What follows belongs to an exercise in optimizing a design on an open flow for small area, a short achievable clock period and few clock cycles per item; a production flow would make more cautious choices.
Function was checked by simulation only, so behaviour that the tests miss may differ from the original.
Power is estimated from default activity; no workload was simulated.

==> inputs of 06-08 <==
==> flow/design.v (excerpt) <==
module servo_slew_limiter (
    input  logic        clk,
    input  logic        rst_n,
    input  logic        cmd_valid,
    output logic        cmd_stall,
    input  logic        cmd_op,
    input  logic [15:0] cmd_raw_angle,
    output logic        res_valid,
    input  logic        res_stall,
    output logic [7:0]  res_target_angle,
    output logic [7:0]  res_current_angle,
    output logic [11:0] res_target_pulse_us,
    output logic [11:0] res_drive_pulse_us,
    output logic        res_drive_updated,
    input  logic        cfg_valid,
    output logic        cfg_ready,
    input  logic [1:0]  cfg_index,
    input  logic [15:0] cfg_data
);
clock: 9.0 ns
lec_check: 0
cap_margin: 20
core_margin: 2
core_utilization: 40
place_density: 0.6
setup_slack_margin: 5
slew_margin: 20
run.sh (not shown) runs the stock make flow with config.mk's settings and CLKGATE_MAP_FILE= SYNTH_SCRIPT=/design/flow/synth_recipe.tcl, a recipe that flattens the netlist after the stock synthesis.
==> 07-11: changes against 06-08 <==
--- a/flow/design.v
+++ b/flow/design.v
@@ -32,22 +32,27 @@
     logic [4:0]  seq_r;
     logic        busy;
     logic [7:0]  now_r, goal_r;
     logic [15:0] cnt_r;
     logic        s1_valid_r, s1_goal_r, s1_moved_r;
     logic [7:0]  x_r;     
+    logic        s2_valid_r, s2_goal_r, s2_moved_r;
+    logic [7:0]  s2_x_r;
+    logic [11:0] cs_s_r, cs_t_r;
+    logic        cs_c_r;
     logic        res_valid_r, res_moved_r;
     logic [7:0]  res_goal_r, res_now_r;
-    logic [11:0] pg_s_r, pg_t_r, pn_s_r, pn_t_r;
-    logic        pg_c_r, pn_c_r;
-    logic        accept, xfer, out_free;
+    logic [11:0] pg_r, pn_r;
+    logic        accept, x12, x23, out_free, s2_free;
     assign cfg_ready = 1'b1;
     assign busy      = (seq_r != 5'd0);
     assign out_free  = !res_valid_r || !res_stall;
-    assign xfer      = s1_valid_r && out_free;
-    assign cmd_stall = busy || (s1_valid_r && res_valid_r && res_stall);
+    assign s2_free   = !s2_valid_r || out_free;
+    assign x12       = s1_valid_r && s2_free;
+    assign x23       = s2_valid_r && out_free;
+    assign cmd_stall = busy || (s1_valid_r && s2_valid_r && res_valid_r && res_stall);
     assign accept    = cmd_valid && !cmd_stall;
     always_ff @(posedge clk or negedge rst_n)
     begin
         if (!rst_n)
         begin
             step_r <= sasl_pkg::RAMP_STEP_RST;
@@ -65,148 +70,157 @@
             endcase
         end
     end
     always_ff @(posedge clk or negedge rst_n)
     begin
         if (!rst_n)
-            seq_r <= 5'd23;
+            seq_r <= 5'd24;
         else if (cfg_valid)
-            seq_r <= 5'd23;
+            seq_r <= 5'd24;
         else if (busy)
             seq_r <= seq_r - 5'd1;
     end
     logic [12:0] span;
     logic [11:0] mx_div;
     logic [8:0]  trial;
     logic        qbit;
     assign span   = {1'b0, pmax_r} - {1'b0, pmin_r};
     assign mx_div = span[11:0] ^ {12{span[12]}};
-    assign trial  = {pg_s_r[7:0], kx_r[19]};
+    assign trial  = {pg_r[7:0], kx_r[19]};
     assign qbit   = (trial >= 9'd180);
     always_ff @(posedge clk)
     begin
-        if (seq_r == 5'd23)
+        if (seq_r == 5'd24)
         begin
             neg_r <= span[12];
             kx_r  <= {mx_div[4:0], span[12] ? 15'h7fff : 15'd179};
         end
-        else if (seq_r > 5'd2)
+        else if (seq_r > 5'd3)
             kx_r  <= {kx_r[18:0], qbit ^ neg_r};
     end
-    logic [11:0] mac_s, mac_t;
+    logic [11:0] mac_s, mac_t, pulse;
     logic        mac_c;
-    logic [12:0] pg_sum, pn_sum;
+    logic [12:0] cs_sum;
     sasl_pulse_mac u_mac (
         .x    (x_r),
         .k    (kx_r),
         .pmin (pmin_r),
         .neg  (neg_r),
         .s    (mac_s),
         .t    (mac_t),
         .c    (mac_c)
     );
-    assign pg_sum = {pg_s_r, 1'b1} + {pg_t_r, pg_c_r};
-    assign pn_sum = {pn_s_r, 1'b1} + {pn_t_r, pn_c_r};
+    assign cs_sum = {cs_s_r, 1'b1} + {cs_t_r, cs_c_r};
+    assign pulse  = cs_sum[12:1];
     assign res_valid           = res_valid_r;
     assign res_target_angle    = res_goal_r;
     assign res_current_angle   = res_now_r;
-    assign res_target_pulse_us = pg_sum[12:1];
-    assign res_drive_pulse_us  = pn_sum[12:1];
+    assign res_target_pulse_us = pg_r;
+    assign res_drive_pulse_us  = pn_r;
     assign res_drive_updated   = res_moved_r;
     logic        raw_big, raw_mid;
     logic [8:0]  raw_half;
     logic [7:0]  goal_set;
     logic [15:0] cnt_inc;
-    logic        fire, up, snap_up, snap_dn;
-    logic [8:0]  now_up, now_dn;
+    logic        fire, up, snap;
+    logic [8:0]  gdiff, gcmp, now_up, now_dn;
+    logic [7:0]  gmag;
     logic [7:0]  now_step;
     logic        move;
     assign raw_big  = (cmd_raw_angle[14:0] > 15'd360);
     assign raw_mid  = (cmd_raw_angle[8:0] > 9'd180);
     assign raw_half = {1'b0, cmd_raw_angle[8:1]} + {8'd0, cmd_raw_angle[0]};
     assign goal_set = cmd_raw_angle[15] ? 8'd0
                     : raw_big           ? 8'd180
                     : raw_mid           ? raw_half[7:0]
                     :                     cmd_raw_angle[7:0];
     assign cnt_inc  = cnt_r + 16'd1;
-    assign fire     = (cnt_inc >= itv_r);
-    assign up       = (goal_r > now_r);
+    assign fire     = !(17'(cnt_r) + 17'd1 < 17'(itv_r));
+    assign gdiff    = {1'b0, goal_r} - {1'b0, now_r};
+    assign up       = !gdiff[8];
+    assign gmag     = gdiff[7:0] ^ {8{!up}};
+    assign gcmp     = {1'b0, gmag} + {1'b0, ~step_r} + {8'd0, !up};
+    assign snap     = !gcmp[8];
     assign now_up   = {1'b0, now_r} + {1'b0, step_r};
     assign now_dn   = {1'b0, now_r} - {1'b0, step_r};
-    assign snap_up  = now_up[8] | (now_up[7:0] >= goal_r);
-    assign snap_dn  = now_dn[8] | (now_dn[7:0] <= goal_r);
-    assign now_step = up ? (snap_up ? goal_r : now_up[7:0])
-                         : (snap_dn ? goal_r : now_dn[7:0]);
+    assign now_step = snap ? goal_r : (up ? now_up[7:0] : now_dn[7:0]);
     assign move     = fire && (now_r != goal_r) && (step_r != 8'd0);
     always_ff @(posedge clk or negedge rst_n)
     begin
         if (!rst_n)
         begin
             now_r       <= sasl_pkg::ANGLE_HOME;
             goal_r      <= sasl_pkg::ANGLE_HOME;
             cnt_r       <= 16'd0;
             s1_valid_r  <= 1'b0;
+            s2_valid_r  <= 1'b0;
             res_valid_r <= 1'b0;
         end
         else
         begin
             if (accept)
             begin
                 if (cmd_op)
                     goal_r <= goal_set;
                 else
                 begin
                     cnt_r <= fire ? 16'd0 : cnt_inc;
-                    if (move)
+                    if (fire)
                         now_r <= now_step;
                 end
             end
             if (accept)
                 s1_valid_r <= 1'b1;
-            else if (xfer)
+            else if (x12)
                 s1_valid_r <= 1'b0;
-            if (xfer)
+            if (x12)
+                s2_valid_r <= 1'b1;
+            else if (x23)
+                s2_valid_r <= 1'b0;
+            if (x23)
                 res_valid_r <= 1'b1;
             else if (!res_stall)
                 res_valid_r <= 1'b0;
         end
     end
     always_ff @(posedge clk)
     begin
         if (accept)
         begin
             s1_goal_r  <= cmd_op;
             s1_moved_r <= !cmd_op && move;
-            x_r        <= cmd_op ? goal_set : (move ? now_step : now_r);
+            x_r        <= cmd_op ? goal_set : (fire ? now_step : now_r);
         end
-        else if (seq_r == 5'd3)
+        else if (seq_r == 5'd4)
             x_r <= goal_r;
-        else if (seq_r == 5'd2)
+        else if (seq_r == 5'd3)
             x_r <= now_r;
-        if (xfer)
+        if (x12 || seq_r == 5'd3 || seq_r == 5'd2)
         begin
-            res_goal_r  <= goal_r;
-            res_now_r   <= now_r;
-            res_moved_r <= s1_moved_r;
-        end
-        if (seq_r == 5'd23)
-            pg_s_r[7:0] <= {1'b0, mx_div[11:5]};
-        else if (seq_r > 5'd2)
-            pg_s_r[7:0] <= qbit ? 8'(trial - 9'd180) : trial[7:0];
-        if ((xfer && s1_goal_r) || seq_r == 5'd2)
-        begin
-            pg_s_r <= mac_s;
-            pg_t_r <= mac_t;
-            pg_c_r <= mac_c;
-        end
-        if ((xfer && !s1_goal_r) || seq_r == 5'd1)
-        begin
-            pn_s_r <= mac_s;
-            pn_t_r <= mac_t;
-            pn_c_r <= mac_c;
-        end
+            s2_goal_r <= busy ? (seq_r == 5'd3) : s1_goal_r;
+            s2_x_r    <= x_r;
+            cs_s_r    <= mac_s;
+            cs_t_r    <= mac_t;
+            cs_c_r    <= mac_c;
+        end
+        if (x12)
+            s2_moved_r <= s1_moved_r;
+        if (x23)
+            res_moved_r <= s2_moved_r;
+        if ((x23 || seq_r == 5'd2 || seq_r == 5'd1) && s2_goal_r)
+            res_goal_r <= s2_x_r;
+        if ((x23 || seq_r == 5'd2 || seq_r == 5'd1) && !s2_goal_r)
+            res_now_r <= s2_x_r;
+        if (seq_r == 5'd24)
+            pg_r[7:0] <= {1'b0, mx_div[11:5]};
+        else if (seq_r > 5'd3)
+            pg_r[7:0] <= qbit ? 8'(trial - 9'd180) : trial[7:0];
+        if ((x23 || seq_r == 5'd2 || seq_r == 5'd1) && s2_goal_r)
+            pg_r <= pulse;
+        if ((x23 || seq_r == 5'd2 || seq_r == 5'd1) && !s2_goal_r)
+            pn_r <= pulse;
     end
 endmodule
 module sasl_pulse_mac (
     input  logic [7:0]  x,
     input  logic [19:0] k,
     input  logic [11:0] pmin,
TNS_END_PERCENT = 10   (was default)
==> run notes <==
Of 06-08 and 07-11, 06-08 has the higher worst hold slack (gap 0.0036 ns).
Against 07-11, the critical path depth of 06-08 is lower by 5.
Of 06-08 and 07-11, 06-08 has the higher combinational power (gap 9.6%, measured against 07-11).
In 06-08 the clock power is higher than in 07-11, by 10%.
Against 06-08, the routed wire length of 07-11 is lower by about 0.6%.
Maximum frequency: 06-08 is lower than 07-11 (about 9%).
Testbench counts of 06-08, summed over its fixed seeds: cycles 24,192, items 24,000.
Testbench counts of 07-11, summed over its fixed seeds: cycles 24,208, items 24,000.

==> separate check: timing with driven ports <==
The flow's constraints put no driver on any port. The routed layouts listed below were extracted and timed again, unchanged, in two steps. Step 1, drivers: a clkbuf_16 drives clk and a buf_2 each remaining input, both assumed. Step 2, shift: input delay + t, output delay - t, t = (earliest + latest rising clock arrival at the registers) / 2. This alone moves slack from input paths to output paths. Three values: ideal, step 1, step 2; two values: the first two.
run | t (ns) | slack for setup (ns) | clock arrival spread, ns | worst slew at a driven data input, ns
06-08 | 0.490 | 4.529 / 4.478 / 4.667 | 0.016 / 0.016 | 0.04
07-11 | 0.497 | 4.926 / 4.926 / 4.511 | 0.014 / 0.014 | 0.04
After both steps setup and hold are still met in every run listed. For 07-11, which loses most, drivers alone change the setup slack by 0.000 ns; drivers and shift together by -0.415 ns.
